This design comes from an exercise in tuning for small area on the open sky130 flow, not from production work. At most, simulation tests tie the RTL to the original design; equivalence was not proved. Power and IR drop assume default switching activity.

==> job 1888 <==
Design keypad_top, start of the top module:
module keypad_top
(
    input  logic        clk,
    input  logic        reset,
    input  logic [4:0]  btn,             
    output logic [6:0]  selection,
    output logic [261:0] expr_out,
    output logic        expr_valid,
    output logic        expr_complete
);
clock: 5.0 ns
lec_check: 0
cap_margin: 20
core_margin: 2
core_utilization: 25
gpl_timing_driven: 0
place_density: 0.8
slew_margin: 20
standard.sh (not shown) runs the stock make flow with config.mk's settings and CLKGATE_MAP_FILE= SYNTH_SCRIPT=/design/flow/synth_recipe.tcl, a recipe that flattens the netlist after the stock synthesis.
==> flow/flow/run.sh <==
#!/bin/bash
# Standard ORFS layout with changes that only affect cell area:
#  - synthesis maps logic with an area-oriented ABC script and without the
#    adder-cell extraction (same registers, same names and cell types);
#  - port buffers are the smallest buffer;
#  - a lighter clock tree (no dummy loads, small clusters of clkbuf_4).
set -o pipefail
cp -r "$FLOW_HOME/scripts" ./scripts_area
printf 'strash\n&get -n\n&deepsyn -T 300\n&nf -R 1000 -p\n&put\ntopo\n' > scripts_area/abc_speed.script
export BUFFER_PORTS_ARGS="-buffer_cell sky130_fd_sc_hd__buf_1"
export CTS_ARGS="-sink_clustering_enable -repair_clock_nets -dont_use_dummy_load -buf_list {sky130_fd_sc_hd__clkbuf_4} -sink_clustering_size 10 -sink_clustering_max_diameter 40"
export REMOVE_ABC_BUFFERS=1
SCRIPTS_DIR=$PWD/scripts_area ADDER_MAP_FILE= bash standard.sh synth > synth.log 2>&1 || exit 1
bash standard.sh > layout.log 2>&1
==> job 9989: changes against job 1888 <==
--- a/flow/design.v
+++ b/flow/design.v
@@ -57,26 +57,26 @@
     input  logic [4:0] btn,
     output logic       page,
     output logic [1:0] row,
     output logic [2:0] col,
     output logic       kv       
 );
     localparam logic [2:0] C_NONE = 3'b000, C_UP = 3'b100, C_DOWN = 3'b101,
                            C_LEFT = 3'b110, C_RIGHT = 3'b111, C_SEL = 3'b001;
-    logic [4:0] btn_low;     
+    logic [4:0] btn_prev;
     logic [4:0] pressed;
     logic [2:0] cmd;
-    assign pressed = ~btn & ~btn_low;
+    assign pressed = ~btn & btn_prev;
     always_ff @(posedge clk) begin
         if (reset) begin
-            btn_low  <= '0;
+            btn_prev <= '1;
             cmd      <= C_NONE;
         end else begin
-            btn_low  <= ~btn;
+            btn_prev <= btn;
             if (pressed[1])      cmd <= C_UP;
             else if (pressed[4]) cmd <= C_DOWN;
             else if (pressed[2]) cmd <= C_LEFT;
             else if (pressed[3]) cmd <= C_RIGHT;
             else if (pressed[0]) cmd <= C_SEL;
             else                 cmd <= C_NONE;
         end
     end
@@ -131,30 +131,30 @@
         end
     end
 endmodule
 module kp_keys
 (
     input  logic       page,
     input  logic [1:0] row,
     input  logic [2:0] col,
-    output logic [5:0] c0,       
-    output logic [5:0] c1,       
-    output logic       third_s,  
+    input  logic [1:0] lpos,     
+    output logic [3:0][5:0] lane,
     output logic [1:0] n,        
     output logic       k_op,
     output logic       k_eq,
     output logic       k_clr,
     output logic       k_del
 );
     function automatic logic [5:0] enc(input logic [7:0] a);
         enc = {a[6] ^ a[7], a[4], a[3:0]};
     endfunction
+    logic [5:0] c0, c1, c2;
     always_comb begin
-        c0 = 'x; c1 = 'x; n = 2'd1;
+        c0 = 'x; c1 = 'x; c2 = 'x; n = 2'd1;
         k_op = 1'b0; k_eq = 1'b0; k_clr = 1'b0; k_del = 1'b0;
         if (!page) begin
             case ({row, col})
                 5'o00: c0 = enc("7");
                 5'o01: c0 = enc("8");
                 5'o02: c0 = enc("9");
                 5'o03: begin k_op = 1'b1; n = 2'd0; end
                 5'o04: begin k_clr = 1'b1; n = 2'd0; end
@@ -173,166 +173,159 @@
                 5'o32: c0 = enc("^");
                 5'o33: c0 = enc(8'hFB);
                 5'o34: begin k_eq = 1'b1; n = 2'd0; end
                 default: begin n = 2'bxx;
                     k_op = 1'bx; k_eq = 1'bx; k_clr = 1'bx; k_del = 1'bx; end
             endcase
         end else begin
             case ({row, col})
-                5'o00: begin c0 = enc("s"); c1 = enc("i"); n = 2'd3; end
-                5'o01: begin c0 = enc("c"); c1 = enc("o"); n = 2'd3; end
-                5'o02: begin c0 = enc("t"); c1 = enc("a"); n = 2'd3; end
+                5'o00: begin c0 = enc("s"); c1 = enc("i"); c2 = enc("n"); n = 2'd3; end
+                5'o01: begin c0 = enc("c"); c1 = enc("o"); c2 = enc("s"); n = 2'd3; end
+                5'o02: begin c0 = enc("t"); c1 = enc("a"); c2 = enc("n"); n = 2'd3; end
                 5'o10: c0 = enc("(");
                 5'o11: c0 = enc(")");
                 5'o12: c0 = enc("!");
                 5'o20: begin c0 = enc("l"); c1 = enc("n"); n = 2'd2; end
                 5'o21: c0 = enc(8'hE3);
                 5'o22: c0 = enc("e");
                 default: begin n = 2'bxx;
                     k_op = 1'bx; k_eq = 1'bx; k_clr = 1'bx; k_del = 1'bx; end
             endcase
         end
     end
-    assign third_s = col[0];
+    always_comb begin
+        for (int m = 0; m < 4; m++) begin
+            case (2'(m - lpos))
+                2'd0: lane[m] = c0;
+                2'd1: lane[m] = c1;
+                2'd2: lane[m] = c2;
+                default: lane[m] = 'x;
+            endcase
+        end
+    end
 endmodule
 module kp_editor
 (
     input  logic       clk,
     input  logic       reset,
     input  logic       kv,
     input  logic [1:0] row,
     input  logic [2:0] col,
     input  logic [1:0] n,
     input  logic       k_op,
     input  logic       k_eq,
     input  logic       k_clr,
     input  logic       k_del,
-    input  logic [5:0] c0,
-    input  logic [5:0] c1,
-    input  logic       third_s,
+    input  logic [3:0][5:0] lane,
     output logic [4:0] len,
     output logic [30:0][5:0] chars,
     output logic       expr_valid,
     output logic       expr_complete
 );
     function automatic logic [5:0] enc(input logic [7:0] a);
         enc = {a[6] ^ a[7], a[4], a[3:0]};
     endfunction
     logic [1:0] op;         
     logic [5:0] opc;
     logic       fits, append;
-    logic       pend;       
-    logic       pend_s;     
-    logic       w1, w2;     
-    logic [5:0] first;      
-    logic [1:0][5:0] lane;  
     logic [7:0] qhot;       
     logic [3:0] wa;         
-    logic       wb;         
+    logic [1:0] wb;         
     logic [30:0] we;        
     assign fits   = !(&len[4:2]) || (n <= ~len[1:0]);
     assign append = kv && !k_op && !k_eq && !k_clr && !k_del && fits;
-    assign w1     = append || pend;
-    assign w2     = append && n[1];
-    assign first  = pend ? (pend_s ? enc("s") : enc("n")) : c0;
-    assign lane[0] = len[0] ? c1 : first;
-    assign lane[1] = len[0] ? first : c1;
     always_comb begin
         for (int q = 0; q < 8; q++) qhot[q] = (len[4:2] == 3'(q));
         for (int m = 0; m < 4; m++)
-            wa[m] = (w1 && len[1:0] == 2'(m)) || (m >= 1 && w2 && len[1:0] == 2'(m - 1));
-        wb = w2 && len[1:0] == 2'd3;
+            wa[m] = append && (m >= len[1:0]) && (3'(m) < {1'b0, len[1:0]} + {1'b0, n});
+        wb[0] = append && ((len[1:0] == 2'd3 && n >= 2'd2) || (len[1:0] == 2'd2 && n == 2'd3));
+        wb[1] = append && (len[1:0] == 2'd3 && n == 2'd3);
         for (int i = 0; i < 31; i++)
-            we[i] = (qhot[i / 4] && wa[i % 4]) || (i >= 4 && i % 4 == 0 && qhot[i / 4 - 1] && wb);
+            we[i] = (qhot[i / 4] && wa[i % 4]) || (i >= 4 && i % 4 < 2 && qhot[(i / 4 + 7) % 8] && wb[i % 4 % 2]);
     end
     always_comb begin
         case (op)
             2'd0: opc = enc("/");
             2'd1: opc = enc("*");
             2'd2: opc = enc("-");
             default: opc = enc("+");
         endcase
     end
     logic [4:0] len_dec, len_add;
-    logic [1:0] inc;
     logic [4:1] cy, bw;
-    assign inc = pend ? 2'd1 : (n == 2'd3 ? 2'd2 : n);
-    assign bw[1] = !len[0];
-    assign bw[2] = bw[1] && !len[1];
-    assign bw[3] = bw[2] && !len[2];
-    assign bw[4] = bw[3] && !len[3];
-    assign len_dec = len ^ {bw, 1'b1};
-    assign cy[1] = len[0] && inc[0];
-    assign cy[2] = (len[1] && inc[1]) || (cy[1] && (len[1] || inc[1]));
-    assign cy[3] = cy[2] && len[2];
-    assign cy[4] = cy[3] && len[3];
-    assign len_add = len ^ {cy[4:2], inc[1] ^ cy[1], inc[0]};
+    always_comb begin
+        bw[1] = !len[0];
+        for (int b = 2; b < 5; b++) bw[b] = bw[b-1] && !len[b-1];
+        len_dec[0] = !len[0];
+        for (int b = 1; b < 5; b++) len_dec[b] = len[b] ^ bw[b];
+        len_add[0] = len[0] ^ n[0];
+        cy[1] = len[0] && n[0];
+        len_add[1] = len[1] ^ n[1] ^ cy[1];
+        cy[2] = (len[1] && n[1]) || (cy[1] && (len[1] || n[1]));
+        for (int b = 3; b < 5; b++) cy[b] = cy[b-1] && len[b-1];
+        for (int b = 2; b < 5; b++) len_add[b] = len[b] ^ cy[b];
+    end
     always_ff @(posedge clk) begin
         if (reset) begin
             len           <= '0;
-            pend          <= 1'b0;
             expr_valid    <= 1'b0;
             expr_complete <= 1'b0;
         end else begin
-            pend          <= append && n == 2'd3;
             expr_valid    <= kv && k_op && (len != 0);
             expr_complete <= kv && k_eq && (len != 0);
             if (expr_valid)    len <= 5'd1;
             if (expr_complete) len <= 5'd0;
-            if (pend)          len <= len_add;
             if (kv) begin
                 if (k_clr) len <= '0;
                 if (k_del && len != 0) len <= len_dec;
                 if (append) len <= len_add;
             end
         end
     end
     always_ff @(posedge clk) begin
-        pend_s <= third_s;
-        op <= {row == 2'd2, col[2] | (row == 2'd1)};
+        if (kv && k_op) op <= {row == 2'd2, col[2] | (row == 2'd1)};
     end
     always_ff @(posedge clk) begin
         if (expr_valid) chars[0] <= opc;
         else if (we[0]) chars[0] <= lane[0];
         for (int i = 1; i < 31; i++)
-            if (we[i]) chars[i] <= lane[i % 2];
+            if (we[i]) chars[i] <= lane[i % 4];
     end
 endmodule
 module keypad_top
 (
     input  logic        clk,
     input  logic        reset,
     input  logic [4:0]  btn,             
     output logic [6:0]  selection,
     output logic [261:0] expr_out,
     output logic        expr_valid,
     output logic        expr_complete
 );
     logic       page, kv;
     logic [1:0] row, n;
     logic [2:0] col;
     logic       k_op, k_eq, k_clr, k_del;
-    logic [5:0] c0, c1;
-    logic       third_s;
+    logic [3:0][5:0] lane;
     logic [4:0] len;
     logic [30:0][5:0] chars;
     kp_nav nav_i (
         .clk (clk), .reset (reset), .btn (btn),
         .page (page), .row (row), .col (col), .kv (kv)
     );
     kp_keys keys_i (
-        .page (page), .row (row), .col (col),
-        .c0 (c0), .c1 (c1), .third_s (third_s), .n (n),
+        .page (page), .row (row), .col (col), .lpos (len[1:0]),
+        .lane (lane), .n (n),
         .k_op (k_op), .k_eq (k_eq), .k_clr (k_clr), .k_del (k_del)
     );
     kp_editor editor_i (
         .clk (clk), .reset (reset), .kv (kv), .row (row), .col (col), .n (n),
         .k_op (k_op), .k_eq (k_eq), .k_clr (k_clr), .k_del (k_del),
-        .c0 (c0), .c1 (c1), .third_s (third_s), .len (len), .chars (chars),
+        .lane (lane), .len (len), .chars (chars),
         .expr_valid (expr_valid), .expr_complete (expr_complete)
     );
     assign selection = {page, 1'b0, row, col};
     assign expr_out[5:0]     = {1'b0, len};
     assign expr_out[261:254] = '0;
     for (genvar i = 0; i < 31; i++) begin : g_dec
         kp_char_dec dec_i (.c (chars[i]), .a (expr_out[6 + 8*i +: 8]));
     end
==> flow/flow/run.sh (replaced) <==
#!/bin/bash
# Standard ORFS layout with changes that only affect cell area:
#  - synthesis maps logic with an area-oriented ABC script and without the
#    adder-cell extraction (same registers, same names and cell types);
#  - port buffers are the smallest buffer;
#  - a lighter clock tree (no dummy loads, small clusters of clkbuf_4).
set -o pipefail
cp -r "$FLOW_HOME/scripts" ./scripts_area
printf 'strash\n&get -n\n&deepsyn -T 120\n&nf -R 1000 -p\n&put\ntopo\n' > scripts_area/abc_speed.script
export BUFFER_PORTS_ARGS="-buffer_cell sky130_fd_sc_hd__buf_1"
export CTS_ARGS="-sink_clustering_enable -repair_clock_nets -dont_use_dummy_load -buf_list {sky130_fd_sc_hd__clkbuf_4} -sink_clustering_size 10 -sink_clustering_max_diameter 40"
export REMOVE_ABC_BUFFERS=1
SCRIPTS_DIR=$PWD/scripts_area ADDER_MAP_FILE= bash standard.sh synth > synth.log 2>&1 || exit 1
bash standard.sh > layout.log 2>&1
Settings changed: CORE_UTILIZATION 25 to 20, PLACE_DENSITY 0.8 to not set.
==> job 1427: changes against job 1888 <==
--- a/flow/design.v
+++ b/flow/design.v
@@ -57,26 +57,26 @@
     input  logic [4:0] btn,
     output logic       page,
     output logic [1:0] row,
     output logic [2:0] col,
     output logic       kv       
 );
     localparam logic [2:0] C_NONE = 3'b000, C_UP = 3'b100, C_DOWN = 3'b101,
                            C_LEFT = 3'b110, C_RIGHT = 3'b111, C_SEL = 3'b001;
-    logic [4:0] btn_low;     
+    logic [4:0] btn_prev;
     logic [4:0] pressed;
     logic [2:0] cmd;
-    assign pressed = ~btn & ~btn_low;
+    assign pressed = ~btn & btn_prev;
     always_ff @(posedge clk) begin
         if (reset) begin
-            btn_low  <= '0;
+            btn_prev <= '1;
             cmd      <= C_NONE;
         end else begin
-            btn_low  <= ~btn;
+            btn_prev <= btn;
             if (pressed[1])      cmd <= C_UP;
             else if (pressed[4]) cmd <= C_DOWN;
             else if (pressed[2]) cmd <= C_LEFT;
             else if (pressed[3]) cmd <= C_RIGHT;
             else if (pressed[0]) cmd <= C_SEL;
             else                 cmd <= C_NONE;
         end
     end
@@ -131,30 +131,30 @@
         end
     end
 endmodule
 module kp_keys
 (
     input  logic       page,
     input  logic [1:0] row,
     input  logic [2:0] col,
-    output logic [5:0] c0,       
-    output logic [5:0] c1,       
-    output logic       third_s,  
+    input  logic [1:0] lpos,     
+    output logic [3:0][5:0] lane,
     output logic [1:0] n,        
     output logic       k_op,
     output logic       k_eq,
     output logic       k_clr,
     output logic       k_del
 );
     function automatic logic [5:0] enc(input logic [7:0] a);
         enc = {a[6] ^ a[7], a[4], a[3:0]};
     endfunction
+    logic [5:0] c0, c1, c2;
     always_comb begin
-        c0 = 'x; c1 = 'x; n = 2'd1;
+        c0 = 'x; c1 = 'x; c2 = 'x; n = 2'd1;
         k_op = 1'b0; k_eq = 1'b0; k_clr = 1'b0; k_del = 1'b0;
         if (!page) begin
             case ({row, col})
                 5'o00: c0 = enc("7");
                 5'o01: c0 = enc("8");
                 5'o02: c0 = enc("9");
                 5'o03: begin k_op = 1'b1; n = 2'd0; end
                 5'o04: begin k_clr = 1'b1; n = 2'd0; end
@@ -173,166 +173,159 @@
                 5'o32: c0 = enc("^");
                 5'o33: c0 = enc(8'hFB);
                 5'o34: begin k_eq = 1'b1; n = 2'd0; end
                 default: begin n = 2'bxx;
                     k_op = 1'bx; k_eq = 1'bx; k_clr = 1'bx; k_del = 1'bx; end
             endcase
         end else begin
             case ({row, col})
-                5'o00: begin c0 = enc("s"); c1 = enc("i"); n = 2'd3; end
-                5'o01: begin c0 = enc("c"); c1 = enc("o"); n = 2'd3; end
-                5'o02: begin c0 = enc("t"); c1 = enc("a"); n = 2'd3; end
+                5'o00: begin c0 = enc("s"); c1 = enc("i"); c2 = enc("n"); n = 2'd3; end
+                5'o01: begin c0 = enc("c"); c1 = enc("o"); c2 = enc("s"); n = 2'd3; end
+                5'o02: begin c0 = enc("t"); c1 = enc("a"); c2 = enc("n"); n = 2'd3; end
                 5'o10: c0 = enc("(");
                 5'o11: c0 = enc(")");
                 5'o12: c0 = enc("!");
                 5'o20: begin c0 = enc("l"); c1 = enc("n"); n = 2'd2; end
                 5'o21: c0 = enc(8'hE3);
                 5'o22: c0 = enc("e");
                 default: begin n = 2'bxx;
                     k_op = 1'bx; k_eq = 1'bx; k_clr = 1'bx; k_del = 1'bx; end
             endcase
         end
     end
-    assign third_s = col[0];
+    always_comb begin
+        for (int m = 0; m < 4; m++) begin
+            case (2'(m - lpos))
+                2'd0: lane[m] = c0;
+                2'd1: lane[m] = c1;
+                2'd2: lane[m] = c2;
+                default: lane[m] = 'x;
+            endcase
+        end
+    end
 endmodule
 module kp_editor
 (
     input  logic       clk,
     input  logic       reset,
     input  logic       kv,
     input  logic [1:0] row,
     input  logic [2:0] col,
     input  logic [1:0] n,
     input  logic       k_op,
     input  logic       k_eq,
     input  logic       k_clr,
     input  logic       k_del,
-    input  logic [5:0] c0,
-    input  logic [5:0] c1,
-    input  logic       third_s,
+    input  logic [3:0][5:0] lane,
     output logic [4:0] len,
     output logic [30:0][5:0] chars,
     output logic       expr_valid,
     output logic       expr_complete
 );
     function automatic logic [5:0] enc(input logic [7:0] a);
         enc = {a[6] ^ a[7], a[4], a[3:0]};
     endfunction
     logic [1:0] op;         
     logic [5:0] opc;
     logic       fits, append;
-    logic       pend;       
-    logic       pend_s;     
-    logic       w1, w2;     
-    logic [5:0] first;      
-    logic [1:0][5:0] lane;  
     logic [7:0] qhot;       
     logic [3:0] wa;         
-    logic       wb;         
+    logic [1:0] wb;         
     logic [30:0] we;        
     assign fits   = !(&len[4:2]) || (n <= ~len[1:0]);
     assign append = kv && !k_op && !k_eq && !k_clr && !k_del && fits;
-    assign w1     = append || pend;
-    assign w2     = append && n[1];
-    assign first  = pend ? (pend_s ? enc("s") : enc("n")) : c0;
-    assign lane[0] = len[0] ? c1 : first;
-    assign lane[1] = len[0] ? first : c1;
     always_comb begin
         for (int q = 0; q < 8; q++) qhot[q] = (len[4:2] == 3'(q));
         for (int m = 0; m < 4; m++)
-            wa[m] = (w1 && len[1:0] == 2'(m)) || (m >= 1 && w2 && len[1:0] == 2'(m - 1));
-        wb = w2 && len[1:0] == 2'd3;
+            wa[m] = append && (m >= len[1:0]) && (3'(m) < {1'b0, len[1:0]} + {1'b0, n});
+        wb[0] = append && ((len[1:0] == 2'd3 && n >= 2'd2) || (len[1:0] == 2'd2 && n == 2'd3));
+        wb[1] = append && (len[1:0] == 2'd3 && n == 2'd3);
         for (int i = 0; i < 31; i++)
-            we[i] = (qhot[i / 4] && wa[i % 4]) || (i >= 4 && i % 4 == 0 && qhot[i / 4 - 1] && wb);
+            we[i] = (qhot[i / 4] && wa[i % 4]) || (i >= 4 && i % 4 < 2 && qhot[(i / 4 + 7) % 8] && wb[i % 4 % 2]);
     end
     always_comb begin
         case (op)
             2'd0: opc = enc("/");
             2'd1: opc = enc("*");
             2'd2: opc = enc("-");
             default: opc = enc("+");
         endcase
     end
     logic [4:0] len_dec, len_add;
-    logic [1:0] inc;
     logic [4:1] cy, bw;
-    assign inc = pend ? 2'd1 : (n == 2'd3 ? 2'd2 : n);
-    assign bw[1] = !len[0];
-    assign bw[2] = bw[1] && !len[1];
-    assign bw[3] = bw[2] && !len[2];
-    assign bw[4] = bw[3] && !len[3];
-    assign len_dec = len ^ {bw, 1'b1};
-    assign cy[1] = len[0] && inc[0];
-    assign cy[2] = (len[1] && inc[1]) || (cy[1] && (len[1] || inc[1]));
-    assign cy[3] = cy[2] && len[2];
-    assign cy[4] = cy[3] && len[3];
-    assign len_add = len ^ {cy[4:2], inc[1] ^ cy[1], inc[0]};
+    always_comb begin
+        bw[1] = !len[0];
+        for (int b = 2; b < 5; b++) bw[b] = bw[b-1] && !len[b-1];
+        len_dec[0] = !len[0];
+        for (int b = 1; b < 5; b++) len_dec[b] = len[b] ^ bw[b];
+        len_add[0] = len[0] ^ n[0];
+        cy[1] = len[0] && n[0];
+        len_add[1] = len[1] ^ n[1] ^ cy[1];
+        cy[2] = (len[1] && n[1]) || (cy[1] && (len[1] || n[1]));
+        for (int b = 3; b < 5; b++) cy[b] = cy[b-1] && len[b-1];
+        for (int b = 2; b < 5; b++) len_add[b] = len[b] ^ cy[b];
+    end
     always_ff @(posedge clk) begin
         if (reset) begin
             len           <= '0;
-            pend          <= 1'b0;
             expr_valid    <= 1'b0;
             expr_complete <= 1'b0;
         end else begin
-            pend          <= append && n == 2'd3;
             expr_valid    <= kv && k_op && (len != 0);
             expr_complete <= kv && k_eq && (len != 0);
             if (expr_valid)    len <= 5'd1;
             if (expr_complete) len <= 5'd0;
-            if (pend)          len <= len_add;
             if (kv) begin
                 if (k_clr) len <= '0;
                 if (k_del && len != 0) len <= len_dec;
                 if (append) len <= len_add;
             end
         end
     end
     always_ff @(posedge clk) begin
-        pend_s <= third_s;
-        op <= {row == 2'd2, col[2] | (row == 2'd1)};
+        if (kv && k_op) op <= {row == 2'd2, col[2] | (row == 2'd1)};
     end
     always_ff @(posedge clk) begin
         if (expr_valid) chars[0] <= opc;
         else if (we[0]) chars[0] <= lane[0];
         for (int i = 1; i < 31; i++)
-            if (we[i]) chars[i] <= lane[i % 2];
+            if (we[i]) chars[i] <= lane[i % 4];
     end
 endmodule
 module keypad_top
 (
     input  logic        clk,
     input  logic        reset,
     input  logic [4:0]  btn,             
     output logic [6:0]  selection,
     output logic [261:0] expr_out,
     output logic        expr_valid,
     output logic        expr_complete
 );
     logic       page, kv;
     logic [1:0] row, n;
     logic [2:0] col;
     logic       k_op, k_eq, k_clr, k_del;
-    logic [5:0] c0, c1;
-    logic       third_s;
+    logic [3:0][5:0] lane;
     logic [4:0] len;
     logic [30:0][5:0] chars;
     kp_nav nav_i (
         .clk (clk), .reset (reset), .btn (btn),
         .page (page), .row (row), .col (col), .kv (kv)
     );
     kp_keys keys_i (
-        .page (page), .row (row), .col (col),
-        .c0 (c0), .c1 (c1), .third_s (third_s), .n (n),
+        .page (page), .row (row), .col (col), .lpos (len[1:0]),
+        .lane (lane), .n (n),
         .k_op (k_op), .k_eq (k_eq), .k_clr (k_clr), .k_del (k_del)
     );
     kp_editor editor_i (
         .clk (clk), .reset (reset), .kv (kv), .row (row), .col (col), .n (n),
         .k_op (k_op), .k_eq (k_eq), .k_clr (k_clr), .k_del (k_del),
-        .c0 (c0), .c1 (c1), .third_s (third_s), .len (len), .chars (chars),
+        .lane (lane), .len (len), .chars (chars),
         .expr_valid (expr_valid), .expr_complete (expr_complete)
     );
     assign selection = {page, 1'b0, row, col};
     assign expr_out[5:0]     = {1'b0, len};
     assign expr_out[261:254] = '0;
     for (genvar i = 0; i < 31; i++) begin : g_dec
         kp_char_dec dec_i (.c (chars[i]), .a (expr_out[6 + 8*i +: 8]));
     end
==> flow/flow/run.sh (replaced) <==
#!/bin/bash
# Standard ORFS layout with changes that only affect cell area:
#  - synthesis maps logic with an area-oriented ABC script and without the
#    adder-cell extraction (same registers, same names and cell types);
#  - port buffers are the smallest buffer;
#  - a lighter clock tree (no dummy loads, small clusters of clkbuf_4).
set -o pipefail
cp -r "$FLOW_HOME/scripts" ./scripts_area
printf 'strash\n&get -n\n&deepsyn -T 120\n&nf -R 1000 -p\n&put\ntopo\n' > scripts_area/abc_speed.script
export BUFFER_PORTS_ARGS="-buffer_cell sky130_fd_sc_hd__buf_1"
export CTS_ARGS="-sink_clustering_enable -repair_clock_nets -dont_use_dummy_load -buf_list {sky130_fd_sc_hd__clkbuf_4} -sink_clustering_size 10 -sink_clustering_max_diameter 40"
export REMOVE_ABC_BUFFERS=1
SCRIPTS_DIR=$PWD/scripts_area ADDER_MAP_FILE= bash standard.sh synth > synth.log 2>&1 || exit 1
bash standard.sh > layout.log 2>&1
Settings changed: CORE_UTILIZATION 25 to 30, PLACE_DENSITY 0.8 to 0.9.
==> results.txt <==
top flop regs=editor_i.chars: 186 flops, editor_i.len: 5 flops, nav_i.btn_prev: 5 flops; met2 Use GR=0.224; register area share after synthesis=0.619; number of synthesis warnings=3; Yosys top cell area share=0.574; area delta synth->final=3.51%; Clock net power=768 uW; hold path endpoint=nav_i.kv; status=complete, no violations; Signal buf overhead=0.0993; largest net degree at the start of global routing=21; pwr dens=279 nW/um^2; most frequent cells in the layout=buf_1, edfxtp_1, nor2_1, nand2_1, nand2b_1; WP depth=8; part of the power in registers=0.684; CP max FO=15
the above is filed under job 1427

==> results.txt <==
Signal buf overhead=0.102; most frequent cells in the layout=buf_1, edfxtp_1, nor2_1, o21ai_0, nand2b_1; register area share after synthesis=0.622; largest net degree at the start of global routing=19; hold path endpoint=nav_i.cmd[0]; Placement Setup Slack=1.31 ns; met2 Use GR=0.195; part of the power in registers=0.662; number of synthesis warnings=7; status=complete, no violations; pwr dens=284 nW/um^2
the above is filed under job 1888

==> results.txt <==
status=complete, no violations; initial antenna violation count=7; most frequent cells in the layout=buf_1, edfxtp_1, nor2_1, nand2_1, nand2b_1; Yosys top cell area share=0.574; hold path endpoint=nav_i.kv; CTS H-tree depth=2; register area share after synthesis=0.619; WP depth=9; top flop regs=editor_i.chars: 186 flops, editor_i.len: 5 flops, nav_i.btn_prev: 5 flops; part of the power in registers=0.649; Signal buf overhead=0.0965; largest net degree at the start of global routing=21; met2 Use GR=0.157; worst path bufs/invs=0; Clock net power=911 uW; Post-synth EDFFs=188; pwr dens=284 nW/um^2
the above is filed under job 9989

Function not checked in job 9989 and job 1427: the RTL went through the layout flow alone.

==> port drivers added, routing unchanged <==
How much do the figures lean on ideal ports? The routed layouts below were timed once more, with nothing changed but the port constraints.
Step 1 sets driving cells, clkbuf_16 on the clock port and buf_2 on the other inputs (assumed; they add their load-dependent delay and slew).
Step 2 times the ports against the registers' clock, not the clock port: input delays grow and output delays shrink by t, the midpoint of the rising clock arrivals with the driver on.
a / b / c = no drivers / after step 1 / after step 2; a / b = the first two.
run | t (ns) | setup slack, ns | worst setup path after step 2 | clock arrival spread, ns
job 1888 | 0.659 | 1.369 / 1.369 / 1.369 | register to register | 0.124 / 0.125
job 9989 | 0.702 | 1.616 / 1.616 / 1.616 | register to register | 0.119 / 0.119
job 1427 | 0.668 | 1.718 / 1.718 / 1.718 | register to register | 0.075 / 0.075
After both steps setup and hold are still met in every run listed.
